Source: an optimization exercise on an open RTL-to-GDS flow (aim: small area and a short achievable clock period). Production flows keep margins and buffers that such runs may drop.
Only simulation tests tie the RTL to the original design; equivalence was not proved.
Power figures rest on the tool's default switching activity, not on a simulated workload.

==> flow/design.v <==
module ddr2_cmd_responder #(
  parameter int BA_BITS      = 3,
  parameter int ADDR_BITS    = 13,
  parameter int DQ_BITS      = 16,
  parameter int DM_BITS      = 2,
  parameter int COL_IDX_BITS = 4
) (
  input  logic                 clk,
  input  logic                 rst,
  input  logic                 cke,
  input  logic                 cs_n,
  input  logic                 ras_n,
  input  logic                 cas_n,
  input  logic                 we_n,
  input  logic [BA_BITS-1:0]   ba,
  input  logic [ADDR_BITS-1:0] addr,
  input  logic [DQ_BITS-1:0]   dq_in,
  input  logic [DM_BITS-1:0]   dm,
  output logic [DQ_BITS-1:0]   dq_out,
  output logic                 dq_oe,
  output logic                 ready,
  output logic                 err,
  output logic [2:0]           err_code
);
  localparam int NBANK  = 1 << BA_BITS;
  localparam int NCOL   = 1 << COL_IDX_BITS;
  localparam int DEPTH  = NBANK * NCOL;
  localparam int BYTE_W = DQ_BITS / DM_BITS;
  logic cmd_v, c_mrs, c_ref, c_pre, c_act, c_rw;
  assign cmd_v = !cs_n && cke;
  assign c_mrs = cmd_v && !ras_n && !cas_n && !we_n;
  assign c_ref = cmd_v && !ras_n && !cas_n &&  we_n;
  assign c_pre = cmd_v && !ras_n &&  cas_n && !we_n;
  assign c_act = cmd_v && !ras_n &&  cas_n &&  we_n;
  assign c_rw  = cmd_v &&  ras_n && !cas_n;           
  logic ba0, mode_ok;
  assign ba0     = (ba == '0);
  assign mode_ok = (addr[6:4] == 3'd3 || addr[6:4] == 3'd4 || addr[6:4] == 3'd5)
                   && (addr[2:1] == 2'b01);
  logic pw_q, wm_q, rdy_q, wpa;
  assign wpa = !pw_q && !wm_q && !rdy_q;
  logic [1:0]       clm2_q;           
  logic             bl8_q;
  logic [NBANK-1:0] open_q;
  logic             busy_q, aact_q, rd_q, bbl8_q;
  logic [1:0]       wait_q;
  logic [2:0]       beat_q;
  logic [BA_BITS-1:0]      bank_q;
  logic [COL_IDX_BITS-1:0] bcol_q;    
  logic             err_q;
  logic             ready_o, err_o;   
  logic [2:0]       code_q;
  logic             rv_q;             
  logic             rv2_q;            
  logic [NBANK-1:0][DM_BITS-1:0] wbank_n;   
  logic [NCOL-1:0]  col_n;            
  logic [DEPTH-1:0] rsel;             
  logic [DQ_BITS-1:0] wdata_q;
  logic             dq_oe_q;
  logic [DQ_BITS-1:0] dq_out_q;
  logic open_ba;
  assign open_ba = open_q[ba];
  logic e_ninit, e_mode, e_ref, e_act, e_closed, e_ovl, new_err;
  logic [2:0] new_code;
  assign e_ninit  = (c_ref || c_act || c_rw) && !rdy_q;
  assign e_mode   = c_mrs && ba0 && !mode_ok;
  assign e_ref    = c_ref && rdy_q && (|open_q);
  assign e_act    = c_act && rdy_q && open_ba;
  assign e_closed = c_rw && rdy_q && !open_ba;
  assign e_ovl    = c_rw && rdy_q && open_ba && busy_q;
  assign new_err  = e_ninit || e_mode || e_ref || e_act || e_closed || e_ovl;
  assign new_code = {e_ref || e_closed || e_ovl,
                     e_mode || e_act || e_ovl,
                     e_ninit || e_act || e_closed};
  logic accept, aev, last;
  logic [COL_IDX_BITS-1:0] mask, bcol, bnext;
  assign accept = c_rw && rdy_q && open_ba && !busy_q;
  assign aev    = aact_q && (wait_q == 2'd0);
  assign last   = (beat_q[1:0] == 2'b11) && (beat_q[2] || !bbl8_q);
  assign mask   = bbl8_q ? COL_IDX_BITS'(7) : COL_IDX_BITS'(3);
  assign bcol   = bcol_q;
  assign bnext  = (bcol_q & ~mask) | ((bcol_q + COL_IDX_BITS'(1)) & mask);
  always_ff @(posedge clk) begin
    if (rst) begin
      pw_q    <= 1'b1;
      wm_q    <= 1'b0;
      rdy_q   <= 1'b0;
      clm2_q  <= 2'd1;
      bl8_q   <= 1'b0;
      open_q  <= '0;
      busy_q  <= 1'b0;
      aact_q  <= 1'b0;
      err_q   <= 1'b0;
      code_q  <= 3'd0;
      ready_o <= 1'b0;
      err_o   <= 1'b0;
    end else begin
      pw_q  <= pw_q && !cke;
      wm_q  <= (wm_q && !(c_mrs && ba0)) || (wpa && c_pre && addr[10]);
      rdy_q <= rdy_q || (wm_q && c_mrs && ba0);
      ready_o <= ready_o || (wm_q && c_mrs && ba0);
      err_o   <= err_o || new_err;
      if (c_mrs && ba0 && mode_ok) begin
        clm2_q <= 2'(addr[6:4] - 3'd2);
        bl8_q  <= addr[0];
      end
      for (int b = 0; b < NBANK; b++) begin
        if (c_pre && (addr[10] || ba == BA_BITS'(b))) open_q[b] <= 1'b0;
        else if (c_act && rdy_q && ba == BA_BITS'(b)) open_q[b] <= 1'b1;
      end
      if (!busy_q) begin
        busy_q <= accept;
        aact_q <= accept;
      end else begin
        if (aev && last) aact_q <= 1'b0;
        if ((aev && last && !rd_q) || (!aact_q && !rv_q)) busy_q <= 1'b0;
      end
      if (!err_q) begin
        err_q  <= new_err;
        code_q <= new_code;
      end
    end
  end
  always_ff @(posedge clk) begin
    if (!busy_q) begin
      rd_q    <= we_n;
      bank_q  <= ba;
      bcol_q  <= addr[COL_IDX_BITS-1:0];
      bbl8_q  <= bl8_q;
      wait_q  <= we_n ? clm2_q - 2'd1 : clm2_q;    
      beat_q  <= 3'd0;
    end else if (aact_q) begin
      if (wait_q != 2'd0) wait_q <= wait_q - 2'd1;
      else begin
        beat_q <= beat_q + 3'd1;
        bcol_q <= bnext;
      end
    end
  end
  always_ff @(posedge clk) begin
    rv_q    <= aev && rd_q && !rst;
    for (int b = 0; b < NBANK; b++) begin
      for (int y = 0; y < DM_BITS; y++)
        wbank_n[b][y] <= !(aev && !rd_q && !rst && bank_q == BA_BITS'(b) && !dm[y]);
    end
    for (int c = 0; c < NCOL; c++) col_n[c] <= (bcol != COL_IDX_BITS'(c));
    for (int w = 0; w < DEPTH; w++)
      rsel[w] <= aev && rd_q && bank_q == BA_BITS'(w / NCOL) && bcol == COL_IDX_BITS'(w % NCOL);
    wdata_q <= dq_in;
  end
  logic [DEPTH-1:0][DQ_BITS-1:0] mem_q;
  logic [DEPTH-1:0][DM_BITS-1:0] wen;
  for (genvar w = 0; w < DEPTH; w++) begin : g_word
    for (genvar y = 0; y < DM_BITS; y++) begin : g_byte
      ddr2_nor2 u_we (.a(wbank_n[w / NCOL][y]), .b(col_n[w % NCOL]), .y(wen[w][y]));
      always_ff @(posedge clk)
        if (wen[w][y]) mem_q[w][y*BYTE_W +: BYTE_W] <= wdata_q[y*BYTE_W +: BYTE_W];
    end
  end
  localparam int N1 = (DEPTH + 2) / 3;       
  localparam int N2 = (N1 + 3) / 4;          
  localparam int N3 = (N2 + 3) / 4;          
  logic [DQ_BITS-1:0][N3-1:0] l3_q;    
  for (genvar b = 0; b < DQ_BITS; b++) begin : g_bit
    logic [N1-1:0] l1;
    logic [N2-1:0] l2;
    logic [N3-1:0] l3;
    for (genvar g = 0; g < N1; g++) begin : g_l1
      if (3*g + 2 < DEPTH) begin : g_3
        ddr2_aoi222 u (.a0(rsel[3*g]),   .b0(mem_q[3*g][b]),
                       .a1(rsel[3*g+1]), .b1(mem_q[3*g+1][b]),
                       .a2(rsel[3*g+2]), .b2(mem_q[3*g+2][b]), .y(l1[g]));
      end else begin : g_2
        ddr2_aoi22 u (.a0(rsel[3*g]),   .b0(mem_q[3*g][b]),
                      .a1(rsel[3*g+1]), .b1(mem_q[3*g+1][b]), .y(l1[g]));
      end
    end
    for (genvar g = 0; g < N2; g++) begin : g_l2
      if (4*g + 3 < N1) begin : g_4
        ddr2_nand4 u (.a(l1[4*g]), .b(l1[4*g+1]), .c(l1[4*g+2]), .d(l1[4*g+3]), .y(l2[g]));
      end else begin : g_3
        ddr2_nand3 u (.a(l1[4*g]), .b(l1[4*g+1]), .c(l1[4*g+2]), .y(l2[g]));
      end
    end
    for (genvar g = 0; g < N3; g++) begin : g_l3
      if (4*g + 3 < N2) begin : g_4
        ddr2_nor4 u (.a(l2[4*g]), .b(l2[4*g+1]), .c(l2[4*g+2]), .d(l2[4*g+3]), .y(l3[g]));
      end else begin : g_3
        ddr2_nor3 u (.a(l2[4*g]), .b(l2[4*g+1]), .c(l2[4*g+2]), .y(l3[g]));
      end
    end
    always_ff @(posedge clk) l3_q[b] <= l3;
  end
  always_ff @(posedge clk) begin
    if (rst) begin
      dq_oe_q  <= 1'b0;
      dq_out_q <= '0;
    end else begin
      dq_oe_q  <= rv2_q;
      for (int b = 0; b < DQ_BITS; b++) dq_out_q[b] <= rv2_q && !(&l3_q[b]);
    end
  end
  always_ff @(posedge clk) begin
    rv2_q  <= rv_q && !rst;
  end
  assign dq_out   = dq_out_q;
  assign dq_oe    = dq_oe_q;
  assign ready    = ready_o;
  assign err      = err_o;
  assign err_code = code_q;
endmodule
module ddr2_nor2 (input logic a, b, output logic y);
  assign y = !(a || b);
endmodule
module ddr2_aoi222 (input logic a0, b0, a1, b1, a2, b2, output logic y);
  assign y = !((a0 && b0) || (a1 && b1) || (a2 && b2));
endmodule
module ddr2_aoi22 (input logic a0, b0, a1, b1, output logic y);
  assign y = !((a0 && b0) || (a1 && b1));
endmodule
module ddr2_nand4 (input logic a, b, c, d, output logic y);
  assign y = !(a && b && c && d);
endmodule
module ddr2_nand3 (input logic a, b, c, output logic y);
  assign y = !(a && b && c);
endmodule
module ddr2_nor4 (input logic a, b, c, d, output logic y);
  assign y = !(a || b || c || d);
endmodule
module ddr2_nor3 (input logic a, b, c, output logic y);
  assign y = !(a || b || c);
endmodule
clock: 5.5 ns
lec_check: 0
cap_margin: 0
core_margin: 2
core_utilization: 50
cts_cluster_diameter: 60
cts_cluster_size: 26
place_density: 0.6
setup_slack_margin: 3.0
slew_margin: 0
synth_hierarchical: 1
synth_minimum_keep_size: 0
run.sh (not shown) runs the stock make flow with config.mk's settings and CLKGATE_MAP_FILE= SYNTH_SCRIPT=/design/flow/synth_recipe.tcl, a recipe that flattens the netlist after the stock synthesis.
==> next run, changes <==
--- a/flow/design.v
+++ b/flow/design.v
@@ -145,7 +145,7 @@
     end
     for (int c = 0; c < NCOL; c++) col_n[c] <= (bcol != COL_IDX_BITS'(c));
     for (int w = 0; w < DEPTH; w++)
-      rsel[w] <= aev && rd_q && bank_q == BA_BITS'(w / NCOL) && bcol == COL_IDX_BITS'(w % NCOL);
+      rsel[w] <= aev && rd_q && !rst && bank_q == BA_BITS'(w / NCOL) && bcol == COL_IDX_BITS'(w % NCOL);
     wdata_q <= dq_in;
   end
   logic [DEPTH-1:0][DQ_BITS-1:0] mem_q;
=> Global-route usage is higher by 0.58 points; area after synthesis hardly moves; count of clock-buffer cells in the layout is lower by 7; total power is lower slightly; die area is about the same; final cell count is lower slightly; via count is higher slightly; maximum frequency is lower slightly; cell area is lower slightly; sequential power barely changes; worst setup slack loses 0.050 ns.

static timing again, ports no longer ideal:
How much do the figures lean on ideal ports? The routed layouts below were timed once more, with nothing changed but the port constraints.
Step 1 (the two cells are an assumption about what drives the block):
set clk [get_ports {clk}]
set_driving_cell -lib_cell sky130_fd_sc_hd__clkbuf_16 $clk
set_driving_cell -lib_cell sky130_fd_sc_hd__buf_2 [delete_from_list [all_inputs] $clk]
Step 2 also shifts input and output timing later by t, the mid clock arrival at the registers, as if the neighbouring blocks saw the same clock.
Three values: ideal ports, drivers, drivers and shift; two values: the first two.
run | t (ns) | setup WS [ns] | worst setup path after step 2 | clock arrival spread, ns | worst data-port slew with drivers (ns)
the first run | 0.887 | 3.018 / 2.961 / 2.259 | input to register | 0.040 / 0.039 | 0.04
the second run | 0.875 | 2.968 / 2.918 / 2.179 | input to register | 0.065 / 0.065 | 0.05
After both steps every run listed still meets setup and hold. The setup slack of the second run, which loses most, moves by -0.050 ns with the drivers and by -0.789 ns with both steps.
